Source: an optimization exercise on an open RTL-to-GDS flow (aim: small area, a short achievable clock period and few clock cycles per item). Production flows keep margins and buffers that such runs may drop. At most, simulation tests tie the RTL to the original design; equivalence was not proved. For runs 1 and 2, only the layout was checked, not whether the RTL still works. Power and IR drop assume default switching activity.

$ cat flow/design.v
`default_nettype none
package adsr_pkg;
  localparam int LEVEL_W = 16;
  localparam int LEN_W   = 24;
  localparam logic [LEVEL_W-1:0] UNITY = 16'h8000;
  localparam logic [LEN_W-1:0]   ATTACK_RESET  = 24'd480;
  localparam logic [LEN_W-1:0]   DECAY_RESET   = 24'd12000;
  localparam logic [LEVEL_W-1:0] SUSTAIN_RESET = 16'd8192;
  localparam logic [LEN_W-1:0]   RELEASE_RESET = 24'd24000;
  localparam logic [2:0] PH_OFF     = 3'd0;
  localparam logic [2:0] PH_ATTACK  = 3'd1;
  localparam logic [2:0] PH_DECAY   = 3'd2;
  localparam logic [2:0] PH_SUSTAIN = 3'd3;
  localparam logic [2:0] PH_RELEASE = 3'd4;
  localparam logic [1:0] KIND_SAMPLE  = 2'd0;
  localparam logic [1:0] KIND_ATTACK  = 2'd1;
  localparam logic [1:0] KIND_RELEASE = 2'd2;
  localparam logic [1:0] KIND_OFF     = 2'd3;
  localparam logic [1:0] JOB_A = 2'd1;
  localparam logic [1:0] JOB_D = 2'd2;
  localparam logic [1:0] JOB_R = 2'd3;
endpackage
`default_nettype wire
`default_nettype none
module adsr_regs (
  input  wire         clk,
  input  wire         rst,
  input  wire         psel,
  input  wire         penable,
  input  wire         pwrite,
  input  wire  [3:0]  paddr,
  input  wire  [31:0] pwdata,
  output logic [31:0] prdata,
  output logic        pready,
  output logic [23:0] att_len,
  output logic [23:0] dec_len,
  output logic [15:0] sus_lvl,
  output logic [23:0] rel_len,
  output logic        cfg_wr
);
  logic [23:0] rd_q;
  assign pready = 1'b1;
  assign cfg_wr = psel && penable && pwrite;
  always_ff @(posedge clk) begin
    if (rst) begin
      att_len <= adsr_pkg::ATTACK_RESET;
      dec_len <= adsr_pkg::DECAY_RESET;
      sus_lvl <= adsr_pkg::SUSTAIN_RESET;
      rel_len <= adsr_pkg::RELEASE_RESET;
    end else if (cfg_wr) begin
      case (paddr[3:2])
        2'd0: att_len <= pwdata[23:0];
        2'd1: dec_len <= pwdata[23:0];
        2'd2: sus_lvl <= pwdata[15:0];
        default: rel_len <= pwdata[23:0];
      endcase
    end
  end
  always_ff @(posedge clk) begin
    case (paddr[3:2])
      2'd0: rd_q <= att_len;
      2'd1: rd_q <= dec_len;
      2'd2: rd_q <= {8'd0, sus_lvl};
      default: rd_q <= rel_len;
    endcase
  end
  assign prdata = {8'd0, rd_q};
endmodule
`default_nettype wire
`default_nettype none
module adsr_div (
  input  wire         clk,
  input  wire         start,
  input  wire  [15:0] m,
  input  wire  [23:0] len,
  input  wire         run,
  output logic [15:0] q,
  output logic [23:0] r
);
  logic [24:0] t;
  logic        ge;
  assign t  = {r, q[15]};
  assign ge = (t >= {1'b0, len});
  always_ff @(posedge clk) begin
    if (start) begin
      q <= m;
      r <= '0;
    end else if (run) begin
      r <= ge ? 24'(t - {1'b0, len}) : t[23:0];
      q <= {q[14:0], ge};
    end
  end
endmodule
`default_nettype wire
`default_nettype none
module adsr_dp (
  input  wire         clk,
  input  wire         rst,
  input  wire  [23:0] att_len,
  input  wire  [23:0] dec_len,
  input  wire  [15:0] sus_lvl,
  input  wire  [23:0] rel_len,
  input  wire         cfg_wr,
  input  wire         s_axis_tvalid,
  output logic        s_axis_tready,
  input  wire  [23:0] s_axis_tdata,
  input  wire  [1:0]  s_axis_tuser,
  output logic        m_axis_tvalid,
  input  wire         m_axis_tready,
  output logic [39:0] m_axis_tdata
);
  localparam logic [15:0] UNITY = adsr_pkg::UNITY;
  logic [2:0]  phase;
  logic [23:0] pos;
  logic [15:0] q;
  logic [23:0] r;
  logic [15:0] cur_level;
  logic [15:0] rsl;
  logic [15:0] st_q;
  logic [23:0] st_r;
  logic        cur_ok;
  logic        eng_busy;
  logic        eng_ok;
  logic [1:0]  eng_tag;
  logic [3:0]  eng_cnt;
  logic [15:0] eng_q;
  logic [23:0] eng_r;
  logic        need_sync;
  logic        sync_on;
  logic [1:0]  sync_ph;     
  logic [4:0]  sync_idx;
  logic        chg;
  logic [15:0] s_cl;
  assign s_cl = (sus_lvl > UNITY) ? UNITY : sus_lvl;
  logic ramp;
  assign ramp = (phase == adsr_pkg::PH_ATTACK) || (phase == adsr_pkg::PH_DECAY) ||
                (phase == adsr_pkg::PH_RELEASE);
  logic [23:0] len;
  always_comb begin
    case (phase)
      adsr_pkg::PH_ATTACK:  len = att_len;
      adsr_pkg::PH_DECAY:   len = dec_len;
      adsr_pkg::PH_RELEASE: len = rel_len;
      default:              len = '0;
    endcase
  end
  logic [25:0] a0, a1;    
  logic        a0_v, a1_v;
  logic        take;      
  assign s_axis_tready = !a1_v;
  logic push, pop;
  assign push = s_axis_tvalid && !a1_v && !rst;
  assign pop  = take && a0_v;
  always_ff @(posedge clk) begin
    if (rst) begin
      a0_v <= 1'b0;
      a1_v <= 1'b0;
    end else begin
      if (pop || !a0_v) begin
        a0_v <= a1_v || push;
        a1_v <= 1'b0;
      end else if (push) begin
        a1_v <= 1'b1;
      end
    end
  end
  always_ff @(posedge clk) begin
    if (pop || !a0_v) a0 <= a1_v ? a1 : {s_axis_tuser, s_axis_tdata};
    if (!a1_v) a1 <= {s_axis_tuser, s_axis_tdata};
  end
  logic        bc_v;
  logic [1:0]  bc_kind;
  logic [7:0]  bc_a;        
  logic [15:0] bc_smp;
  logic        bc_first;    
  logic [2:0]  bc_ae;       
  logic [23:0] bc_rho;      
  logic [24:0] bc_rhom;     
  logic [15:0] bc_dq;       
  logic        c_fire;      
  logic        c_done;      
  logic [7:0]  b_a;
  logic [2:0]  b_ae;
  logic [26:0] b_t;
  logic [27:0] b_d1, b_d2, b_d3;
  logic [23:0] b_rho;
  logic [1:0]  b_k;
  logic [15:0] b_aq;
  logic b_blk, b_part, b_self, bc_ld;
  assign b_blk  = bc_v && (sync_on || ((bc_kind == adsr_pkg::KIND_SAMPLE) && ramp &&
                                       (chg || !cur_ok || need_sync)));
  assign b_part = bc_v && (bc_kind == adsr_pkg::KIND_SAMPLE) && ramp && (bc_a > 8'd4);
  assign b_self = b_blk || b_part;
  assign take   = !b_self && (!bc_v || c_done);
  assign bc_ld  = take || b_blk || c_fire;
  logic [15:0] b_q;
  logic [23:0] b_r;
  logic [27:0] b_d4;
  logic [24:0] b_rhom;
  always_comb begin
    if (!b_self)     b_a = a0[23:16];
    else if (b_blk)  b_a = bc_a;
    else             b_a = bc_a - 8'd4;
    if (sync_on)           b_ae = (sync_ph == 2'd0) ? 3'd2 : 3'd1;
    else if (b_a > 8'd4)   b_ae = 3'd4;
    else                   b_ae = b_a[2:0];
    b_q = (sync_on && sync_ph == 2'd0) ? q : st_q;
    b_r = (sync_on && sync_ph == 2'd0) ? r : st_r;
    case (b_ae)
      3'd1:    b_t = 27'(b_r);
      3'd2:    b_t = 27'({b_r, 1'b0});
      3'd3:    b_t = 27'(b_r) + 27'({b_r, 1'b0});
      3'd4:    b_t = 27'({b_r, 2'b0});
      default: b_t = '0;
    endcase
    case (b_ae)
      3'd1:    b_aq = b_q;
      3'd2:    b_aq = {b_q[14:0], 1'b0};
      3'd3:    b_aq = b_q + {b_q[14:0], 1'b0};
      3'd4:    b_aq = {b_q[13:0], 2'b0};
      default: b_aq = '0;
    endcase
    b_d1 = {1'b0, b_t} - 28'(len);
    b_d2 = {1'b0, b_t} - 28'({len, 1'b0});
    b_d3 = {1'b0, b_t} - (28'(len) + 28'({len, 1'b0}));
    b_d4 = {1'b0, b_t} - 28'({len, 2'b0});
    if (!b_d3[27])      begin b_k = 2'd3; b_rho = b_d3[23:0]; b_rhom = b_d4[24:0]; end
    else if (!b_d2[27]) begin b_k = 2'd2; b_rho = b_d2[23:0]; b_rhom = b_d3[24:0]; end
    else if (!b_d1[27]) begin b_k = 2'd1; b_rho = b_d1[23:0]; b_rhom = b_d2[24:0]; end
    else                begin b_k = 2'd0; b_rho = b_t[23:0];  b_rhom = b_d1[24:0]; end
  end
  always_ff @(posedge clk) begin
    if (rst) begin
      bc_v <= 1'b0;
    end else if (take) begin
      bc_v <= a0_v;
    end else if (c_done) begin
      bc_v <= 1'b0;
    end
  end
  always_ff @(posedge clk) begin
    if (take) begin
      bc_kind  <= a0[25:24];
      bc_smp   <= a0[15:0];
      bc_first <= 1'b1;
    end else if (c_fire) begin
      bc_first <= 1'b0;
    end
    if (bc_ld) begin
      bc_a   <= b_a;
      bc_ae  <= b_ae;
      bc_rho <= b_rho;
      bc_rhom <= b_rhom;
      bc_dq  <= b_aq + 16'(b_k);
    end
  end
  logic        hold;
  logic        is_smp;
  logic [24:0] p_sum;
  logic        p_end;
  logic [2:0]  ph_next;
  logic        last_part;
  assign hold   = m_axis_tvalid && !m_axis_tready;
  assign is_smp = (bc_kind == adsr_pkg::KIND_SAMPLE);
  assign c_fire = bc_v && !hold && !b_blk;
  assign p_sum = {1'b0, pos} + 25'(bc_ae);
  assign p_end = (p_sum >= {1'b0, len});
  assign last_part = !ramp || p_end || (bc_a <= 8'd4);
  assign c_done = c_fire && (!is_smp || last_part);
  always_comb begin
    ph_next = phase;
    if (p_end) begin
      case (phase)
        adsr_pkg::PH_ATTACK:  ph_next = adsr_pkg::PH_DECAY;
        adsr_pkg::PH_DECAY:   ph_next = adsr_pkg::PH_SUSTAIN;
        adsr_pkg::PH_RELEASE: ph_next = adsr_pkg::PH_OFF;
        default: ;
      endcase
    end
  end
  logic [24:0] s0;
  logic [25:0] s1;
  logic        s_c;
  logic [23:0] r_new;
  logic [15:0] q_a, q_b, q_new;
  assign s0    = {1'b0, r} + {1'b0, bc_rho};
  assign s1    = {2'b0, r} + {bc_rhom[24], bc_rhom};
  assign s_c   = !s1[25];
  assign r_new = s_c ? s1[23:0] : s0[23:0];
  assign q_a   = q + bc_dq;
  assign q_b   = q + bc_dq + 16'd1;
  assign q_new = s_c ? q_b : q_a;
  logic        len_z;
  logic [15:0] level;
  assign len_z = (len == '0);
  always_comb begin
    case (phase)
      adsr_pkg::PH_ATTACK:  level = len_z ? UNITY : q;
      adsr_pkg::PH_DECAY:   level = len_z ? UNITY : 16'(UNITY - q);
      adsr_pkg::PH_SUSTAIN: level = s_cl;
      adsr_pkg::PH_RELEASE: level = len_z ? 16'd0 : 16'(rsl - q - 16'(r != '0));
      default:              level = '0;
    endcase
  end
  logic        div_start;
  logic [1:0]  job;
  logic [15:0] job_m;
  logic [23:0] div_len;
  logic [1:0]  need_tag;
  logic        need_cur;
  logic        take_eng;
  assign need_tag = (phase == adsr_pkg::PH_ATTACK) ? adsr_pkg::JOB_A :
                    (phase == adsr_pkg::PH_DECAY)  ? adsr_pkg::JOB_D : adsr_pkg::JOB_R;
  assign need_cur = ramp && !cur_ok;
  assign take_eng = need_cur && eng_ok && (eng_tag == need_tag);
  assign job      = need_cur ? need_tag :
                    ((phase == adsr_pkg::PH_ATTACK) ? adsr_pkg::JOB_D : adsr_pkg::JOB_A);
  assign div_start = !take_eng && !((eng_busy || eng_ok) && (eng_tag == job));
  always_comb begin
    case (job)
      adsr_pkg::JOB_A: job_m = UNITY;
      adsr_pkg::JOB_D: job_m = 16'(UNITY - s_cl);
      default:         job_m = rsl;
    endcase
    case (eng_tag)
      adsr_pkg::JOB_A: div_len = att_len;
      adsr_pkg::JOB_D: div_len = dec_len;
      default:         div_len = rel_len;
    endcase
  end
  adsr_div u_div (
    .clk   (clk),
    .start (div_start),
    .m     (job_m),
    .len   (div_len),
    .run   (eng_busy),
    .q     (eng_q),
    .r     (eng_r)
  );
  logic        cd_v;
  logic [15:0] cd_smp;
  logic [15:0] cd_lvl;
  logic [2:0]  cd_ph;
  logic        cd_act;
  logic        sync_start;
  assign sync_start = !sync_on && need_sync && ramp && cur_ok &&
                      !(bc_v && !is_smp);
  always_ff @(posedge clk) begin
    if (rst) begin
      phase     <= adsr_pkg::PH_OFF;
      cur_level <= '0;
      cur_ok    <= 1'b0;
      eng_busy  <= 1'b0;
      eng_ok    <= 1'b0;
      eng_tag   <= 2'd0;
      eng_cnt   <= '0;
      need_sync <= 1'b0;
      sync_on   <= 1'b0;
      chg       <= 1'b1;
    end else begin
      chg <= 1'b0;
      if (eng_busy) begin
        eng_cnt <= eng_cnt + 4'd1;
        if (eng_cnt == 4'd15) begin
          eng_busy <= 1'b0;
          eng_ok   <= 1'b1;
        end
      end
      if (take_eng) begin
        st_q   <= eng_q;
        st_r   <= eng_r;
        cur_ok <= 1'b1;
        eng_ok <= 1'b0;
        chg    <= 1'b1;
      end else if (div_start) begin
        eng_busy <= 1'b1;
        eng_ok   <= 1'b0;
        eng_tag  <= job;
        eng_cnt  <= '0;
      end
      if (need_sync && !ramp) need_sync <= 1'b0;
      if (sync_start) begin
        sync_on   <= 1'b1;
        sync_ph   <= 2'd0;
        sync_idx  <= 5'd23;
        need_sync <= 1'b0;
        q         <= '0;
        r         <= '0;
        if ({1'b0, pos} > {1'b0, len}) pos <= len;
        chg       <= 1'b1;
      end
      if (sync_on) begin
        case (sync_ph)
          2'd0: sync_ph <= 2'd1;
          2'd1: begin
            q       <= bc_dq;
            r       <= bc_rho;
            sync_ph <= 2'd2;
          end
          default: begin
            if (pos[sync_idx]) begin
              q <= q_new;
              r <= r_new;
            end
            sync_ph  <= 2'd0;
            sync_idx <= sync_idx - 5'd1;
            if (sync_idx == 5'd0) begin
              sync_on <= 1'b0;
              chg     <= 1'b1;
            end
          end
        endcase
      end
      if (c_fire) begin
        case (bc_kind)
          adsr_pkg::KIND_ATTACK: begin
            phase     <= adsr_pkg::PH_ATTACK;
            cur_level <= '0;
            pos       <= '0;
            q         <= '0;
            r         <= '0;
            need_sync <= 1'b0;
            chg       <= 1'b1;
            if (eng_ok && eng_tag == adsr_pkg::JOB_A) begin
              st_q   <= eng_q;
              st_r   <= eng_r;
              cur_ok <= 1'b1;
              eng_ok <= 1'b0;
            end else begin
              cur_ok <= 1'b0;
            end
          end
          adsr_pkg::KIND_RELEASE: begin
            phase     <= adsr_pkg::PH_RELEASE;
            rsl       <= cur_level;
            pos       <= '0;
            q         <= '0;
            r         <= '0;
            need_sync <= 1'b0;
            chg       <= 1'b1;
            cur_ok    <= 1'b0;
            if (eng_tag == adsr_pkg::JOB_R) begin
              eng_busy <= 1'b0;
              eng_ok   <= 1'b0;
            end
          end
          adsr_pkg::KIND_OFF: begin
            phase     <= adsr_pkg::PH_OFF;
            need_sync <= 1'b0;
            chg       <= 1'b1;
          end
          default: begin
            if (bc_first) cur_level <= level;
            if (ramp) begin
              if (p_end) begin
                phase <= ph_next;
                pos   <= '0;
                q     <= '0;
                r     <= '0;
                chg   <= 1'b1;
                if (phase == adsr_pkg::PH_ATTACK && eng_ok && eng_tag == adsr_pkg::JOB_D) begin
                  st_q   <= eng_q;
                  st_r   <= eng_r;
                  cur_ok <= 1'b1;
                  eng_ok <= 1'b0;
                end else begin
                  cur_ok <= 1'b0;
                end
              end else begin
                pos <= p_sum[23:0];
                q   <= q_new;
                r   <= r_new;
              end
            end
          end
        endcase
      end
      if (cfg_wr) begin
        cur_ok    <= 1'b0;
        eng_busy  <= 1'b0;
        eng_ok    <= 1'b0;
        sync_on   <= 1'b0;
        need_sync <= 1'b1;
        chg       <= 1'b1;
      end
    end
  end
  always_ff @(posedge clk) begin
    if (rst) begin
      cd_v <= 1'b0;
    end else if (!hold) begin
      cd_v <= c_done && is_smp;
    end
  end
  always_ff @(posedge clk) begin
    if (c_done && is_smp) begin
      cd_smp <= bc_smp;
      cd_lvl <= bc_first ? level : cur_level;
      cd_ph  <= phase;
      cd_act <= (ph_next != adsr_pkg::PH_OFF);
    end
  end
  logic signed [32:0] scaled;
  assign scaled = $signed(cd_smp) * $signed({1'b0, cd_lvl});
  always_ff @(posedge clk) begin
    if (rst) begin
      m_axis_tvalid <= 1'b0;
    end else if (!hold) begin
      m_axis_tvalid <= cd_v;
    end
  end
  always_ff @(posedge clk) begin
    if (!hold) begin
      m_axis_tdata <= {4'b0, cd_act, cd_ph, cd_lvl, scaled[30:15]};
    end
  end
endmodule
`default_nettype wire
`default_nettype none
module adsr_envelope_generator #(
  parameter int POSITION_BITS = 24
) (
  input  wire         clk,
  input  wire         rst,
  input  wire         psel,
  input  wire         penable,
  input  wire         pwrite,
  input  wire  [3:0]  paddr,
  input  wire  [31:0] pwdata,
  output logic [31:0] prdata,
  output logic        pready,
  input  wire         s_axis_tvalid,
  output logic        s_axis_tready,
  input  wire  [23:0] s_axis_tdata,   
  input  wire  [1:0]  s_axis_tuser,   
  output logic        m_axis_tvalid,
  input  wire         m_axis_tready,
  output logic [39:0] m_axis_tdata    
);
  logic [23:0] att_len, dec_len, rel_len;
  logic [15:0] sus_lvl;
  logic        cfg_wr;
  adsr_regs u_regs (
    .clk     (clk),
    .rst     (rst),
    .psel    (psel),
    .penable (penable),
    .pwrite  (pwrite),
    .paddr   (paddr),
    .pwdata  (pwdata),
    .prdata  (prdata),
    .pready  (pready),
    .att_len (att_len),
    .dec_len (dec_len),
    .sus_lvl (sus_lvl),
    .rel_len (rel_len),
    .cfg_wr  (cfg_wr)
  );
  adsr_dp u_dp (
    .clk           (clk),
    .rst           (rst),
    .att_len       (att_len),
    .dec_len       (dec_len),
    .sus_lvl       (sus_lvl),
    .rel_len       (rel_len),
    .cfg_wr        (cfg_wr),
    .s_axis_tvalid (s_axis_tvalid),
    .s_axis_tready (s_axis_tready),
    .s_axis_tdata  (s_axis_tdata),
    .s_axis_tuser  (s_axis_tuser),
    .m_axis_tvalid (m_axis_tvalid),
    .m_axis_tready (m_axis_tready),
    .m_axis_tdata  (m_axis_tdata)
  );
endmodule
`default_nettype wire
$ cat flow/run.sh
#!/bin/bash
# synth_recipe.tcl (not shown) runs the flow's synth.tcl, then flattens the netlist and writes it again
# the make line also repeats each setting of config.mk as NAME=value (left out here)
make -C /OpenROAD-flow-scripts/flow DESIGN_CONFIG=/design/flow/config.mk WORK_HOME=/design/flow/orfs CLKGATE_MAP_FILE= SYNTH_SCRIPT=/design/flow/synth_recipe.tcl finish
$ cat flow/config.mk
export PLATFORM = sky130hd
export DESIGN_NAME = adsr_envelope_generator
export DESIGN_NICKNAME = adsr_envelope_generator
export VERILOG_FILES = /design/flow/design.v
export SDC_FILE = /design/flow/constraint.sdc
export NUM_CORES = 4
export LEC_CHECK = 0
export ABC_AREA = 1
export CAP_MARGIN = 20
export CORE_MARGIN = 2
export CORE_UTILIZATION = 40
export SETUP_SLACK_MARGIN = 5
export SLEW_MARGIN = 20
$ cat flow/constraint.sdc
create_clock -name core_clock -period 13.0 [get_ports {clk}]
set_input_delay 2.6000 -clock core_clock [delete_from_list [all_inputs] [get_ports {clk}]]
set_output_delay 2.6000 -clock core_clock [all_outputs]
set_load 0.01 [all_outputs]
==> results of run 1 <==
-- cell usage in the layout (no fill, tap or decap), drive strengths merged, types with 56 or more instances in the layout --
cell type	instances
o2111ai	58
clkdlybuf4s50	120
ha	439
buf	107
nor3	60
clkbuf	94
xor2	148
nand4	56
nand2	1615
dfxtp	199
o211ai	67
fa	229
nor2	428
inv	853
edfxtp	335
o21ai	553
xnor2	90
nand3	235
a21oi	508
-- layout make-up --
type	count	share of cell area
multi-input cells	4874	0.569
flip-flops and latches	534	0.253
inverters	860	0.0587
repair buffers	230	0.0397
well taps	1637	0.0369
clock buffers	91	0.0344
clock inverters	31	0.00820
-- layer usage --
metal  up-vias  GRT usage  part of all wire
li1      22000          -                 -
met1     21900      0.329              0.43
met2      1665      0.420              0.46
met3       321     0.0293             0.065
met4         2      0.102             0.043
met5         -          0          0.000080
-- registers in the layout, summed over array words and instances (netlist names), 8 cells and up, named ones only --
signal	cells
u_dp.q	16
u_regs.att_len	24
u_dp.bc_rhom	25
u_dp.rsl	16
u_dp.a0	26
u_dp.st_q	16
u_dp.cur_level	16
u_dp.cd_smp	16
u_dp.cd_lvl	16
u_dp.u_div.q	16
u_regs.sus_lvl	16
u_dp.bc_smp	16
u_regs.rel_len	24
u_dp.bc_a	8
u_dp.bc_dq	16
u_dp.st_r	24
u_regs.rd_q	24
u_dp.m_axis_tdata	36
u_regs.dec_len	24
u_dp.pos	24
u_dp.bc_rho	24
u_dp.r	24
u_dp.u_div.r	24
u_dp.a1	26
-- where the power goes --
group	switching (uW)	internal (uW)
logic	1790	1080
registers	184	2050
clock network	850	1160
total	2820	4290
-- worst max-delay path by stage --
stage / slack [ns] / cells after the start / from / to
floorplan: 5.27 / 42 / u_dp.sync_ph[1] / u_dp.bc_dq[9]
global placement: 3.38 / 39 / u_dp.sync_ph[1] / u_dp.bc_dq[14]
detailed placement: 3.32 / 39 / u_dp.sync_ph[1] / u_dp.bc_dq[14]
CTS: 4.99 / 40 / u_dp.sync_ph[1] / u_dp.bc_dq[14]
global route: 4.93 / 38 / u_dp.sync_ph[1] / u_dp.bc_dq[14]
finish: 5.39 / 44 / u_dp.bc_kind[0] / u_dp.bc_dq[14]
-- metrics by stage --
step,setup WS (ns),util
2_1_floorplan,5.27,-
3_3_place_gp,3.38,0.424
3_5_place_dp,3.32,0.424
4_1_cts,4.99,0.446
5_1_grt,4.93,0.450
6_report,5.39,0.450
-- timing repair --
action / 4_1_cts / 5_1_grt
pin swaps: 6 / 15
cloned: 2 / 4
buffers inserted: 14 / 14
resized for setup: 48 / 73
endpoints found under the setup margin: 65 / 52
-- synth_stat cells (6+ instances only) --
cell type	instances
a211oi_1	33
a21boi_0	19
a21o_1	10
a21oi_1	504
a221o_1	24
a221oi_1	20
a22oi_1	11
a31oi_1	28
a32o_1	19
buf_1	10
buf_2	20
buf_4	20
buf_6	9
clkbuf_1	224
clkinv_1	10
dfxtp_1	199
edfxtp_1	335
fa_1	229
ha_1	439
inv_1	839
inv_2	10
nand2_1	1602
nand2_2	8
nand3_1	228
nand3b_1	6
nand4_1	54
nor2_1	416
nor2_2	6
nor3_1	58
nor4_1	17
o2111ai_1	58
o211ai_1	67
o21a_1	9
o21ai_0	518
o21ai_1	33
o21bai_1	19
o221ai_1	48
o22ai_1	44
or2_2	32
xnor2_1	90
xor2_1	148
-- cell families (layout without fill, tap and decap cells) --
kind of cell	count (synthesis)	after routing	synth area share
and+or+nand+nor	2456	2459	0.203
AOI/OAI and AO/OA	1495	1495	0.178
buffers and inverters	1143	1212	0.0900
adders and majority gates	668	668	0.203
DFF	534	534	0.283
xor gates and xnor gates	238	238	0.0420
other	2	13	0.000151
muxes	1	1	0.000202
==> results.rst, run 1 <==
.. list-table::
   :header-rows: 1

   * - Metric
     - Value
   * - Horizontal die dimension
     - 356 um
   * - GRT Resource Usage Total
     - 0.251
   * - Average detailed-routed wire length per instance
     - 19.7 um
   * - Number of antenna violations at the first check in global routing
     - 2
   * - Worst-case clock buffer depth
     - 3
   * - Power density over the cells
     - 128 nW/um2
   * - Area of the placeable core
     - 123000 um2
   * - Drt total wl
     - 163000 um
   * - Die Outline Area
     - 127000 um2
   * - Area overhead of the layout relative to synthesis
     - 12.0%
   * - R2R depth
     - 44
   * - Final min period
     - 7.61 ns
   * - Min-Delay Startpoint
     - u_dp.bc_smp[15]
   * - Inserted Clock Buffers
     - 67
   * - Standard cell with the maximum stage delay on the critical path
     - fa_1
   * - Critical Path Start Type
     - register
   * - Critical path data arrival time
     - 7.97 ns
   * - Final TNS setup
     - 0 ns
   * - DP Area
     - 52300 um2
   * - Max stage delay on crit path
     - 0.50 ns
   * - First-pass GRT wire length
     - 251000 um
   * - Main flop type after synthesis
     - edfxtp_1
   * - HPWL after detailed placement
     - 119000 um
   * - CTS hold repair buffers
     - 0
   * - Max Clock Freq
     - 0.131 GHz
   * - Drt first-iter violations
     - 3798
   * - Post-Place Cells
     - 8098
   * - Leading post-synthesis cells by cell area
     - edfxtp_1 (20%), nand2_1 (12%), ha_1 (11%), fa_1 (9.2%), dfxtp_1 (8.0%)
   * - Result of the run
     - timing/DRC/antenna clean
   * - Worst hold-check slack
     - 0.408 ns
   * - Number of synthesized flops with an enable pin
     - 335
   * - Peak supply drop
     - 0.0982 mV
   * - Library cells used by synthesis
     - 70
   * - Max-slew headroom at the worst pin
     - 0.201
   * - Largest fanout on the critical path
     - 52
   * - Setup repair after global routing missed its margin
     - false
   * - Largest net degree at the start of global routing
     - 101
   * - Kind of capture point of the worst setup path
     - register
   * - Flip-flop and latch count after synthesis
     - 534
   * - Inserted Diodes
     - 0
   * - Cell count after synthesis
     - 6537
   * - Reg-to-reg endpoint
     - u_dp.bc_dq[14]
   * - Hold Path Stages
     - 0
   * - Drt via density
     - 5.56
   * - Crit-path most repeated cell
     - nand2_1
   * - Number of top-level pins
     - 144
   * - Effective utilization at floorplan
     - 0.402
   * - Count of standard-cell rows
     - 129
   * - Number of nets with antenna violations after routing
     - 0
   * - Port Buffer Count
     - 120
   * - Die Ht
     - 356 um
   * - Clock-pin slew on the worst setup and hold paths
     - 0.06 ns
   * - Final number of max-transition violations
     - 0
   * - Total congestion overflow after global routing
     - 0
   * - DRC violation count after routing
     - 0
   * - Multi-input combinational cell area
     - 31600 um2
   * - Share of flip-flops with an asynchronous set or reset
     - 0
   * - Total count of hold-check failures in the final report
     - 0
   * - Most area-hungry cell type in the Yosys netlist
     - edfxtp_1
   * - Post-route clock skew
     - 0.0660 ns
   * - Class of the worst hold path
     - register to register
   * - Setup slack, reg-to-reg
     - 5.39 ns
   * - Final RePlAce weighted congestion
     - 0.930
   * - Post-route cell area
     - 55500 um2
   * - Area used by sequential logic in the layout
     - 14000 um2
   * - Share of Yosys cell area claimed by the top area cell type
     - 0.203
   * - Iteration count of the initial detailed-routing pass
     - 6
   * - Yosys warning total
     - 3
   * - Hold EP
     - u_dp.cd_smp[15]
   * - Skew-Pair Late Insertion Delay
     - 0.68 ns
   * - Total number of vias
     - 45900
   * - Number of nets in the layout
     - 7304
   * - Final Instance Count excl. Fillers
     - 8257
   * - TritonCTS clock tree
     - yes
   * - Category of the most critical setup path
     - register to register
   * - Cell area after synthesis
     - 49600 um2
   * - Mean post-synth cell area
     - 7.58 um2
   * - Clock sinks
     - 534
   * - Via count of the first global-routing pass
     - 43900
   * - Static leakage
     - 0.0249 uW
   * - Setup violations, final
     - 0
   * - CTS Root Buffer Type
     - clkbuf_16
   * - Startpoint of the worst-slack reg-to-reg timing path
     - u_dp.bc_kind[0]
   * - Cell family contributing the most delay on the critical path
     - simple AND/OR/NAND/NOR gates
   * - Buf/Inv on CP
     - 6
   * - Power after layout
     - 7110 uW
   * - Sequential area share after synthesis
     - 0.283
   * - Final worst path period share
     - 0.585
   * - Filler instances
     - 12400
   * - Worst endpoint required time
     - 13.36 ns
   * - H-tree depth reported by CTS
     - 3
   * - Max-cap viol count
     - 0
   * - Layout cells sized above 1
     - 0.0571
   * - Tightest Pin Transition
     - 1.19 ns
==> run 2, diff against run 1 <==
--- a/flow/config.mk
+++ b/flow/config.mk
@@ -7,3 +7,2 @@
 export LEC_CHECK = 0
-export ABC_AREA = 1
 export CAP_MARGIN = 20
==> run 2 against run 1 <==
Effect of this change:
- still clean
- fmax fell by 3.3%
- hold slack improved by 0.0076 ns
- design area shrank 2.1%
- wire length is 9.4% lower
- sequential cell count unchanged
- synthesized cell count is 18% lower
- clock power fell by about 10%
- critical path type unchanged
- critical endpoint is now u_dp.bc_dq[12]
- highest routed layer unchanged
==> results.rst, run 2 <==
.. list-table::
   :header-rows: 1

   * - Metric
     - Value
   * - Number of nets with antenna violations after routing
     - 0 (unchanged)
   * - Final Instance Count excl. Fillers
     - 7074 (-14%)
   * - Clock-pin slew on the worst setup and hold paths
     - 0.07 ns (about the same)
   * - Commonest cells after routing, fill and taps aside
     - nand2_1 (630), a21oi_1 (423), inv_1 (422), ha_1 (422), nor2_1 (379)
   * - Cell area after synthesis
     - 47800 um2 (-3.6%)
   * - Setup repair after global routing missed its margin
     - true
   * - Final min period
     - 7.87 ns (+0.258 ns)
   * - Number of top-level pins
     - 144 (unchanged)
   * - Static leakage
     - 0.0226 uW (-9.5%)
   * - Library cells used by synthesis
     - 93 (+33%)
   * - Layout cells sized above 1
     - 0.0961 (+0.0390)
   * - Flip-flop and latch count after synthesis
     - 534 (unchanged)
   * - Iteration count of the initial detailed-routing pass
     - 7 (+1)
   * - Mean post-synth cell area
     - 8.90 um2 (+17%)
   * - Standard cell with the maximum stage delay on the critical path
     - or4_4
   * - Commonest cells in the synthesized netlist
     - nand2_1 (636), ha_1 (439), a21oi_1 (435), inv_1 (432), nor2_1 (385)
   * - Leading post-synthesis cells by cell area
     - edfxtp_1 (21%), ha_1 (11%), fa_1 (9.6%), dfxtp_1 (8.3%), nand2_1 (5.0%)
   * - Yosys warning total
     - 3 (unchanged)
   * - Largest net degree at the start of global routing
     - 80 (-21%)
   * - Critical path data arrival time
     - 8.27 ns (+0.30 ns)
   * - Max-cap viol count
     - 0 (unchanged)
   * - Worst hold-check slack
     - 0.415 ns (+0.00762 ns)
   * - Final number of max-transition violations
     - 0 (unchanged)
   * - Post-Route Utilization
     - 0.460 (+0.00928)
   * - Worst-case clock buffer depth
     - 3 (unchanged)
   * - Effective utilization at floorplan
     - 0.404 (+0.00224)
   * - Largest regs
     - u_dp.m_axis_tdata x36, u_dp.a0 x26, u_dp.a1 x26
   * - Area overhead of the layout relative to synthesis
     - 13.7%
   * - Cell count after synthesis
     - 5373 (-18%)
   * - Post-route cell area
     - 54300 um2 (-2.1%)
   * - Total count of hold-check failures in the final report
     - 0 (unchanged)
   * - Inserted Clock Buffers
     - 61 (-9.0%)
   * - DP Area
     - 50700 um2 (-3.1%)
   * - Result of the run
     - timing/DRC/antenna clean
   * - Final RePlAce weighted congestion
     - 0.925 (-0.57%)
   * - Drt via density
     - 5.79 (+4.0%)
   * - Die Ht
     - 350 um (-1.8%)
   * - Share of flip-flops with an asynchronous set or reset
     - 0 (unchanged)
   * - Area used by sequential logic in the layout
     - 14100 um2 (about the same)
   * - Drt total wl
     - 148000 um (-9.4%)
   * - Area of the placeable core
     - 118000 um2 (-4.1%)
   * - Kind of capture point of the worst setup path
     - register
   * - Inserted Diodes
     - 0 (unchanged)
   * - Worst endpoint required time
     - 13.40 ns (+0.04 ns)
   * - Count of standard-cell rows
     - 126 (-2.3%)
   * - Final TNS setup
     - 0 ns (unchanged)
   * - GRT Resource Usage Total
     - 0.235 (-0.0154)
   * - Clock sinks
     - 534 (unchanged)
   * - Max stage delay on crit path
     - 0.57 ns (+0.07 ns)
   * - Tightest Pin Transition
     - 1.15 ns (-0.0419 ns)
   * - Class of the worst hold path
     - register to register
   * - Total congestion overflow after global routing
     - 0 (unchanged)
   * - Multi-input combinational cell area
     - 31900 um2 (+0.86%)
   * - Number of nets in the layout
     - 6224 (-15%)
   * - Final worst path period share
     - 0.605 (+0.0198)
   * - Total number of vias
     - 41000 (-11%)
   * - Filler instances
     - 11400 (-7.8%)
   * - CTS Root Buffer Type
     - clkbuf_16
   * - DRC violation count after routing
     - 0 (unchanged)
   * - Library cell with the highest instance count after synthesis
     - nand2_1
   * - Most frequent standard cell in the layout excluding fill and tap cells
     - nand2_1
   * - Setup violations, final
     - 0 (unchanged)
   * - Peak supply drop
     - 0.140 mV (+43%)
   * - Top reg by flops
     - u_dp.m_axis_tdata
   * - Number of antenna violations at the first check in global routing
     - 1 (-1)
   * - Main flop type after synthesis
     - edfxtp_1
   * - Max Clock Freq
     - 0.127 GHz (-3.3%)
   * - Largest register FFs
     - 36 (unchanged)
   * - Max-slew headroom at the worst pin
     - 0.234 (+0.0329)
   * - Post-route clock skew
     - 0.0537 ns (-0.0123 ns)
   * - Largest fanout on the critical path
     - 6 (-88%)
   * - Number of synthesized flops with an enable pin
     - 335 (unchanged)
   * - Die Outline Area
     - 122000 um2 (-3.5%)
   * - Average detailed-routed wire length per instance
     - 20.9 um (+5.8%)
   * - Most area-hungry cell type in the Yosys netlist
     - edfxtp_1
   * - First-pass GRT wire length
     - 227000 um (-9.5%)
   * - Category of the most critical setup path
     - register to register
   * - H-tree depth reported by CTS
     - 2 (-1)
   * - Horizontal die dimension
     - 350 um (-1.8%)
   * - Drt first-iter violations
     - 3638 (-4.2%)
   * - HPWL after detailed placement
     - 108000 um (-9.6%)
   * - Port Buffer Count
     - 120 (unchanged)
   * - Critical Path Start Type
     - register
   * - TritonCTS clock tree
     - yes
   * - CTS hold repair buffers
     - 0 (unchanged)
   * - Sequential area share after synthesis
     - 0.294 (+0.0105)
   * - Skew-Pair Late Insertion Delay
     - 0.71 ns (+0.03 ns)
   * - Power density over the cells
     - 141 nW/um2 (+9.8%)
   * - Share of Yosys cell area claimed by the top area cell type
     - 0.210 (+0.00754)
   * - Via count of the first global-routing pass
     - 39500 (-9.9%)
   * - Post-Place Cells
     - 6866 (-15%)
[run 2: cell count changes after synthesis, moves of 56 or more]
| cell | before | now |
|---|---|---|
| a21o_1 | 10 | 99 |
| nand2_1 | 1602 | 636 |
| a22oi_1 | 11 | 87 |
| xnor2_1 | 90 | 169 |
| a21oi_1 | 504 | 435 |
| o21ai_0 | 518 | 259 |
| and2_1 | 1 | 127 |
| inv_1 | 839 | 432 |
| mux2i_1 | 1 | 92 |
| nor3_1 | 58 | 114 |
| nand3_1 | 228 | 91 |
[run 2: cell type report]
class | instances | area share
repair buffers | 303 | 0.0505
well taps | 1536 | 0.0354
multi-input cells | 4151 | 0.587
repair inverters | 1 | 0.000161
inverters | 435 | 0.0305
clock inverters | 39 | 0.00757
clock buffers | 75 | 0.0306
flip-flops and latches | 534 | 0.259
[run 2: logic make-up (layout without fill, tap and decap cells)]
group,Yosys count,in the layout,share of synthesized area
other cells,2,13,0.000157
compound gates,1406,1407,0.191
fa+ha+maj,668,668,0.211
buf+inv,700,853,0.0569
xor+xnor,276,276,0.0506
mux,159,159,0.0405
flops,534,534,0.294
simple gates,1628,1628,0.157
[run 2: stage by stage]
step,setup WS (ns),total power (uW)
floorplan,5.02,4880
global placement,2.83,5680
detailed placement,2.68,5750
CTS,5.02,7620
global route,4.75,8210
finish,5.13,7640
[run 2: where the power goes]
part	total (uW)	internal (uW)	switching [uW]
logic	3540	1550	1990
clock network	1810	1020	789
registers	2290	2090	199
total	7640	4660	2980
[run 2: per-layer routing]
layer / global-route usage / wire, um
met1: 0.310 / 63400
met2: 0.391 / 68800
met3: 0.0343 / 9350
met4: 0.0888 / 5900
met5: 0 / 122
[run 2: path summary, 6_finish.rpt]
path	start	to	slack, ns	depth (start not counted)
setup reg to reg	u_dp.bc_a[2]	u_dp.bc_dq[12]	5.13	37
hold / removal	u_dp.bc_smp[13]	u_dp.cd_smp[13]	0.42	0
setup / recovery	u_dp.bc_a[2]	u_dp.bc_dq[12]	5.13	37
hold reg to reg	u_dp.bc_smp[13]	u_dp.cd_smp[13]	0.42	0
[run 2: critical path, delay by kind of cell, from the launching register on]
| kind | cells | cell delay, ns |
|---|---|---|
| compound gates | 14 | 2.37 |
| xor+xnor | 1 | 0.08 |
| fa+ha+maj | 4 | 1.39 |
| buf+inv | 7 | 0.82 |
| flops | 1 | 0.43 |
| simple gates | 11 | 2.48 |
[run 2: what timing repair did]
action | 4_1_cts | 5_1_grt
pin swaps | 26 | 52
setup endpoints to repair | 65 | 58
resized for setup | 73 | 98
buffers inserted | 34 | 54
gates cloned | 2 | 4
==> run 3, diff against run 2 <==
--- a/flow/design.v
+++ b/flow/design.v
@@ -129,3 +129,3 @@
   logic        sync_on;
-  logic [1:0]  sync_ph;     
+  logic        sync_dbl;
   logic [4:0]  sync_idx;
@@ -177,3 +177,2 @@
   logic [23:0] bc_rho;      
-  logic [24:0] bc_rhom;     
   logic [15:0] bc_dq;       
@@ -188,27 +187,15 @@
   logic [15:0] b_aq;
-  logic b_blk, b_part, b_self, bc_ld;
-  assign b_blk  = bc_v && (sync_on || ((bc_kind == adsr_pkg::KIND_SAMPLE) && ramp &&
-                                       (chg || !cur_ok || need_sync)));
-  assign b_part = bc_v && (bc_kind == adsr_pkg::KIND_SAMPLE) && ramp && (bc_a > 8'd4);
-  assign b_self = b_blk || b_part;
-  assign take   = !b_self && (!bc_v || c_done);
-  assign bc_ld  = take || b_blk || c_fire;
-  logic [15:0] b_q;
-  logic [23:0] b_r;
-  logic [27:0] b_d4;
-  logic [24:0] b_rhom;
+  assign take = !bc_v || c_done;
   always_comb begin
-    if (!b_self)     b_a = a0[23:16];
-    else if (b_blk)  b_a = bc_a;
-    else             b_a = bc_a - 8'd4;
-    if (sync_on)           b_ae = (sync_ph == 2'd0) ? 3'd2 : 3'd1;
+    if (take)        b_a = a0[23:16];
+    else if (c_fire) b_a = bc_a - 8'd4;
+    else             b_a = bc_a;
+    if (sync_on)           b_ae = 3'd1;
     else if (b_a > 8'd4)   b_ae = 3'd4;
     else                   b_ae = b_a[2:0];
-    b_q = (sync_on && sync_ph == 2'd0) ? q : st_q;
-    b_r = (sync_on && sync_ph == 2'd0) ? r : st_r;
     case (b_ae)
-      3'd1:    b_t = 27'(b_r);
-      3'd2:    b_t = 27'({b_r, 1'b0});
-      3'd3:    b_t = 27'(b_r) + 27'({b_r, 1'b0});
-      3'd4:    b_t = 27'({b_r, 2'b0});
+      3'd1:    b_t = 27'(st_r);
+      3'd2:    b_t = 27'({st_r, 1'b0});
+      3'd3:    b_t = 27'(st_r) + 27'({st_r, 1'b0});
+      3'd4:    b_t = 27'({st_r, 2'b0});
       default: b_t = '0;
@@ -216,6 +203,6 @@
     case (b_ae)
-      3'd1:    b_aq = b_q;
-      3'd2:    b_aq = {b_q[14:0], 1'b0};
-      3'd3:    b_aq = b_q + {b_q[14:0], 1'b0};
-      3'd4:    b_aq = {b_q[13:0], 2'b0};
+      3'd1:    b_aq = st_q;
+      3'd2:    b_aq = {st_q[14:0], 1'b0};
+      3'd3:    b_aq = st_q + {st_q[14:0], 1'b0};
+      3'd4:    b_aq = {st_q[13:0], 2'b0};
       default: b_aq = '0;
@@ -225,7 +212,6 @@
     b_d3 = {1'b0, b_t} - (28'(len) + 28'({len, 1'b0}));
-    b_d4 = {1'b0, b_t} - 28'({len, 2'b0});
-    if (!b_d3[27])      begin b_k = 2'd3; b_rho = b_d3[23:0]; b_rhom = b_d4[24:0]; end
-    else if (!b_d2[27]) begin b_k = 2'd2; b_rho = b_d2[23:0]; b_rhom = b_d3[24:0]; end
-    else if (!b_d1[27]) begin b_k = 2'd1; b_rho = b_d1[23:0]; b_rhom = b_d2[24:0]; end
-    else                begin b_k = 2'd0; b_rho = b_t[23:0];  b_rhom = b_d1[24:0]; end
+    if (!b_d3[27])      begin b_k = 2'd3; b_rho = b_d3[23:0]; end
+    else if (!b_d2[27]) begin b_k = 2'd2; b_rho = b_d2[23:0]; end
+    else if (!b_d1[27]) begin b_k = 2'd1; b_rho = b_d1[23:0]; end
+    else                begin b_k = 2'd0; b_rho = b_t[23:0]; end
   end
@@ -236,4 +222,2 @@
       bc_v <= a0_v;
-    end else if (c_done) begin
-      bc_v <= 1'b0;
     end
@@ -248,9 +232,6 @@
     end
-    if (bc_ld) begin
-      bc_a   <= b_a;
-      bc_ae  <= b_ae;
-      bc_rho <= b_rho;
-      bc_rhom <= b_rhom;
-      bc_dq  <= b_aq + 16'(b_k);
-    end
+    bc_a   <= b_a;
+    bc_ae  <= b_ae;
+    bc_rho <= b_rho;
+    bc_dq  <= b_aq + 16'(b_k);
   end
@@ -258,2 +239,3 @@
   logic        is_smp;
+  logic        c_ok;
   logic [24:0] p_sum;
@@ -264,3 +246,4 @@
   assign is_smp = (bc_kind == adsr_pkg::KIND_SAMPLE);
-  assign c_fire = bc_v && !hold && !b_blk;
+  assign c_ok   = !is_smp || !ramp || (cur_ok && !need_sync && !chg);
+  assign c_fire = bc_v && !hold && !sync_on && c_ok;
   assign p_sum = {1'b0, pos} + 25'(bc_ae);
@@ -280,2 +263,4 @@
   end
+  logic [23:0] x_r;
+  logic [15:0] x_q;
   logic [24:0] s0;
@@ -284,10 +269,10 @@
   logic [23:0] r_new;
-  logic [15:0] q_a, q_b, q_new;
-  assign s0    = {1'b0, r} + {1'b0, bc_rho};
-  assign s1    = {2'b0, r} + {bc_rhom[24], bc_rhom};
+  logic [15:0] q_new;
+  assign x_r   = (sync_on && sync_dbl) ? r : bc_rho;
+  assign x_q   = (sync_on && sync_dbl) ? q : bc_dq;
+  assign s0    = {1'b0, r} + {1'b0, x_r};
+  assign s1    = {2'b0, r} + {2'b0, x_r} - {2'b0, len};
   assign s_c   = !s1[25];
   assign r_new = s_c ? s1[23:0] : s0[23:0];
-  assign q_a   = q + bc_dq;
-  assign q_b   = q + bc_dq + 16'd1;
-  assign q_new = s_c ? q_b : q_a;
+  assign q_new = q + x_q + 16'(s_c);
   logic        len_z;
@@ -383,3 +368,3 @@
         sync_on   <= 1'b1;
-        sync_ph   <= 2'd0;
+        sync_dbl  <= 1'b1;
         sync_idx  <= 5'd23;
@@ -392,22 +377,14 @@
       if (sync_on) begin
-        case (sync_ph)
-          2'd0: sync_ph <= 2'd1;
-          2'd1: begin
-            q       <= bc_dq;
-            r       <= bc_rho;
-            sync_ph <= 2'd2;
-          end
-          default: begin
-            if (pos[sync_idx]) begin
-              q <= q_new;
-              r <= r_new;
-            end
-            sync_ph  <= 2'd0;
-            sync_idx <= sync_idx - 5'd1;
-            if (sync_idx == 5'd0) begin
-              sync_on <= 1'b0;
-              chg     <= 1'b1;
-            end
+        sync_dbl <= !sync_dbl;
+        if (sync_dbl || pos[sync_idx]) begin
+          q <= q_new;
+          r <= r_new;
+        end
+        if (!sync_dbl) begin
+          sync_idx <= sync_idx - 5'd1;
+          if (sync_idx == 5'd0) begin
+            sync_on <= 1'b0;
+            chg     <= 1'b1;
           end
-        endcase
+        end
       end
--- a/flow/config.mk
+++ b/flow/config.mk
@@ -10,3 +10,2 @@
 export CORE_UTILIZATION = 40
-export SETUP_SLACK_MARGIN = 5
 export SLEW_MARGIN = 20
==> run 3 against run 2 <==
Effect of this change:
- still clean
- final cell count decreased by 7.2%
- design area decreased by 9.3%
- critical path depth decreased by 2
- synthesized cell count decreased by 7.5%
- total power decreased by 5.8%
- wire length decreased by 13%
- critical endpoint is now u_dp.bc_dq[14]
==> results.rst, run 3 <==
.. list-table::
   :header-rows: 1

   * - Metric
     - Value
   * - Power after layout
     - 7200 uW (-5.8%)
   * - Complex-gate fraction of the synthesized area
     - 0.178 (-0.0131)
   * - Peak supply drop
     - 0.115 mV (-18%)
   * - Result of the run
     - timing/DRC/antenna clean
   * - Buf/Inv on CP
     - 3 (-4)
   * - Kind of capture point of the worst setup path
     - register
   * - Largest net degree at the start of global routing
     - 89 (+11%)
   * - Final RePlAce weighted congestion
     - 0.908 (-1.9%)
   * - CTS hold repair buffers
     - 0 (unchanged)
   * - Final worst path period share
     - 0.894 (+0.289)
   * - DRC violation count after routing
     - 0 (unchanged)
   * - Count of standard-cell rows
     - 122 (-3.2%)
   * - Number of synthesized flops with an enable pin
     - 258 (-23%)
   * - Largest regs
     - u_dp.m_axis_tdata x36, u_dp.a0 x26, u_dp.a1 x26
   * - Setup slack, reg-to-reg
     - 1.38 ns (-3.75 ns)
   * - Share of flip-flops with an asynchronous set or reset
     - 0 (unchanged)
   * - Drt first-iter violations
     - 2860 (-21%)
   * - Total congestion overflow after global routing
     - 0 (unchanged)
   * - Skew-Pair Late Insertion Delay
     - 0.71 ns (about the same)
   * - Drt via density
     - 5.64 (-2.7%)
   * - Portion of netlist area occupied by mux cells
     - 0.0473 (+0.00671)
   * - Largest register FFs
     - 36 (unchanged)
   * - Commonest cells after routing, fill and taps aside
     - nand2_1 (589), ha_1 (439), inv_1 (402)
   * - H-tree depth reported by CTS
     - 2 (unchanged)
   * - Area overhead of the layout relative to synthesis
     - 11.3%
   * - Area used by sequential logic in the layout
     - 12800 um2 (-9.3%)
   * - Most frequent standard cell in the layout excluding fill and tap cells
     - nand2_1
   * - Average detailed-routed wire length per instance
     - 19.6 um (-6.0%)
   * - Effective utilization at floorplan
     - 0.402 (-0.00257)
   * - Inserted Clock Buffers
     - 59 (-3.3%)
   * - Clock-pin slew on the worst setup and hold paths
     - 0.07 ns (about the same)
   * - TritonCTS clock tree
     - yes
   * - Final min period
     - 11.62 ns (+3.75 ns)
   * - Main flop type after synthesis
     - edfxtp_1
   * - Largest family of logic cells by synthesized area
     - adder cells
   * - Multi-input combinational cell area
     - 29200 um2 (-8.3%)
   * - Critical Path Start Type
     - register
   * - Library cell with the highest instance count after synthesis
     - nand2_1
   * - Library cells used by synthesis
     - 89 (-4.3%)
   * - CTS Root Buffer Type
     - clkbuf_16
   * - Port Buffer Count
     - 120 (unchanged)
   * - Power density over the cells
     - 146 nW/um2 (+3.9%)
   * - Cell area after synthesis
     - 44300 um2 (-7.4%)
   * - XOR/XNOR Fraction of Synth Area
     - 0.0491 (-0.00151)
   * - Max-cap viol count
     - 0 (unchanged)
   * - Static leakage
     - 0.0204 uW (-9.5%)
   * - Final number of max-transition violations
     - 0 (unchanged)
   * - Post-route clock skew
     - 0.101 ns (+0.0468 ns)
   * - Total number of vias
     - 37000 (-9.7%)
   * - Cell family contributing the most delay on the critical path
     - compound AO/OA/AOI/OAI gates
   * - Via count of the first global-routing pass
     - 35700 (-9.6%)
   * - Max stage delay on crit path
     - 0.93 ns (+0.36 ns)
   * - Iteration count of the initial detailed-routing pass
     - 6 (-1)
   * - Leading post-synthesis cells by cell area
     - edfxtp_1 (17%), ha_1 (12%), dfxtp_1 (11%), fa_1 (9.4%), nand2_1 (5.0%)
   * - Number of top-level pins
     - 144 (unchanged)
   * - Class of the worst hold path
     - register to register
   * - Layout cells sized above 1
     - 0.0680 (-0.0281)
   * - Area of the placeable core
     - 110000 um2 (-6.8%)
   * - Tightest Pin Transition
     - 1.09 ns (-0.0561 ns)
   * - Final TNS setup
     - 0 ns (unchanged)
   * - Setup violations, final
     - 0 (unchanged)
   * - Drt total wl
     - 129000 um (-13%)
   * - Mean post-synth cell area
     - 8.91 um2 (+0.13%)
   * - Number of antenna violations at the first check in global routing
     - 1 (unchanged)
   * - Commonest cells in the synthesized netlist
     - nand2_1 (590), ha_1 (439), inv_1 (403), a21oi_1 (360), nor2_1 (344)
   * - Sequential area share after synthesis
     - 0.288 (-0.00575)
   * - Number of setup buffers added after CTS
     - 0 (-100%)
   * - Yosys warning total
     - 3 (unchanged)
   * - HPWL after detailed placement
     - 96200 um (-11%)
   * - Share of Yosys cell area claimed by the top area cell type
     - 0.175 (-0.0355)
   * - Number of nets in the layout
     - 5738 (-7.8%)
   * - Number of nets with antenna violations after routing
     - 0 (unchanged)
   * - Standard cell with the maximum stage delay on the critical path
     - a221oi_1
   * - Die Outline Area
     - 113000 um2 (-7.3%)
   * - Filler instances
     - 10900 (-4.8%)
   * - Number of resized instances in the post-cts repair step
     - 0 (-100%)
   * - Flip-flop and latch count after synthesis
     - 508 (-4.9%)
   * - Clock sinks
     - 508 (-4.9%)
   * - Critical path data arrival time
     - 12.17 ns (+3.90 ns)
   * - Setup repair after global routing missed its margin
     - false
   * - Max-slew headroom at the worst pin
     - 0.272 (+0.0374)
   * - First-pass GRT wire length
     - 203000 um (-10%)
   * - GRT Resource Usage Total
     - 0.226 (-0.00966)
   * - Worst endpoint required time
     - 13.55 ns (+0.15 ns)
   * - Max Clock Freq
     - 0.0861 GHz (-32%)
   * - Largest fanout on the critical path
     - 23 (+17)
   * - Total count of hold-check failures in the final report
     - 0 (unchanged)
   * - Fraction of the mapped netlist area in simple logic gates
     - 0.165 (+0.00801)
   * - Cell count after synthesis
     - 4970 (-7.5%)
   * - Most area-hungry cell type in the Yosys netlist
     - edfxtp_1
   * - Horizontal die dimension
     - 337 um (-3.7%)
   * - Die Ht
     - 337 um (-3.7%)
   * - Worst-case clock buffer depth
     - 3 (unchanged)
   * - Category of the most critical setup path
     - register to register
   * - Top reg by flops
     - u_dp.m_axis_tdata
   * - Adder-cell share of the synthesized area
     - 0.218 (+0.00731)
-- run 3: cell type report --
| class | instances | area share |
|---|---|---|
| multi-input cells | 3845 | 0.593 |
| flip-flops and latches | 508 | 0.259 |
| well taps | 1488 | 0.0378 |
| repair buffers | 202 | 0.0368 |
| clock buffers | 79 | 0.0336 |
| inverters | 406 | 0.0310 |
| clock inverters | 33 | 0.00853 |
| diodes | 1 | 0.0000508 |
-- run 3: kinds of logic (layout without fill, tap and decap cells) --
kind of cell	Yosys count	in the layout
simple gates	1562	1562
compound gates	1205	1205
fa+ha+maj	647	647
buf+inv	628	720
flops	508	508
xor+xnor	248	248
mux	170	170
other cells	2	14
-- run 3: worst paths after layout --
| kind | start | to | cells past startpoint |
|---|---|---|---|
| max | u_dp.pos[0] | u_dp.bc_dq[14] | 35 |
| min | u_dp.bc_smp[8] | u_dp.cd_smp[8] | 0 |
| max reg2reg | u_dp.pos[0] | u_dp.bc_dq[14] | 35 |
| min reg2reg | u_dp.bc_smp[8] | u_dp.cd_smp[8] | 0 |
-- run 3: power breakdown --
part	switching, uW	internal, uW	total [uW]	leakage [uW]
Combinational	1870	1500	3370	0.0148
Clock	755	1020	1780	0.00100
Sequential	137	1910	2040	0.00463
-- run 3: per-stage QoR --
| stage | hold WS, ns | util | area, um2 | cells | worst slack (ns) |
|---|---|---|---|---|---|
| 2_1_floorplan | 0.400 | - | 44300 | 4981 | 3.01 |
| 3_3_place_gp | 0.404 | 0.428 | 47200 | 6447 | 1.76 |
| 3_5_place_dp | 0.405 | 0.428 | 47200 | 6448 | 1.64 |
| 4_1_cts | 0.410 | 0.447 | 49300 | 6560 | 1.60 |
| 5_1_grt | 0.426 | 0.447 | 49300 | 6561 | 0.735 |
| 6_report | 0.409 | 0.447 | 49300 | 6562 | 1.38 |
-- run 3: worst reg2reg max path, delay by kind of cell (launching register included) --
family	cells	cell delay (ns)
buffers and inverters	3	0.63
adder cells (fa/ha/maj)	6	2.02
multiplexers	1	0.42
AO/OA/AOI/OAI	11	4.11
XOR/XNOR	2	0.30
AND/OR/NAND/NOR	12	3.66
flip-flops	1	0.39
-- run 3: layer usage --
layer / part of all wire / GRT usage / up-vias
met3: 0.054 / 0.0281 / 244
met4: 0.038 / 0.0841 / 0
met5: 0 / 0 / -
met1: 0.44 / 0.295 / 17900
met2: 0.47 / 0.381 / 1045
li1: - / - / 17700
Testbench counts of run 3, summed over its fixed seeds: cycles 46,157, items 43,471.

-- static timing again, ports no longer ideal --
The results above use ideal ports. As a check the final layouts listed here were re-extracted and re-timed, cells and wires unchanged.
Step 1 sets driving cells, clkbuf_16 on the clock port and buf_2 on the other inputs (assumed; they add their load-dependent delay and slew).
Step 2 times the ports against the registers' clock, not the clock port: input delays grow and output delays shrink by t, the midpoint of the rising clock arrivals with the driver on.
a / b / c = ideal ports / drivers / drivers and shift; a / b = the first two.
run | shift t [ns] | slack for setup (ns) | hold WS [ns]
run 1 | 0.727 | 5.391 / 5.391 / 5.391 | 0.408 / 0.408 / 0.408
run 2 | 0.759 | 5.133 / 5.133 / 5.133 | 0.415 / 0.415 / 0.415
run 3 | 0.729 | 1.380 / 1.380 / 1.380 | 0.409 / 0.409 / 0.409
After both steps every run listed still meets setup and hold.
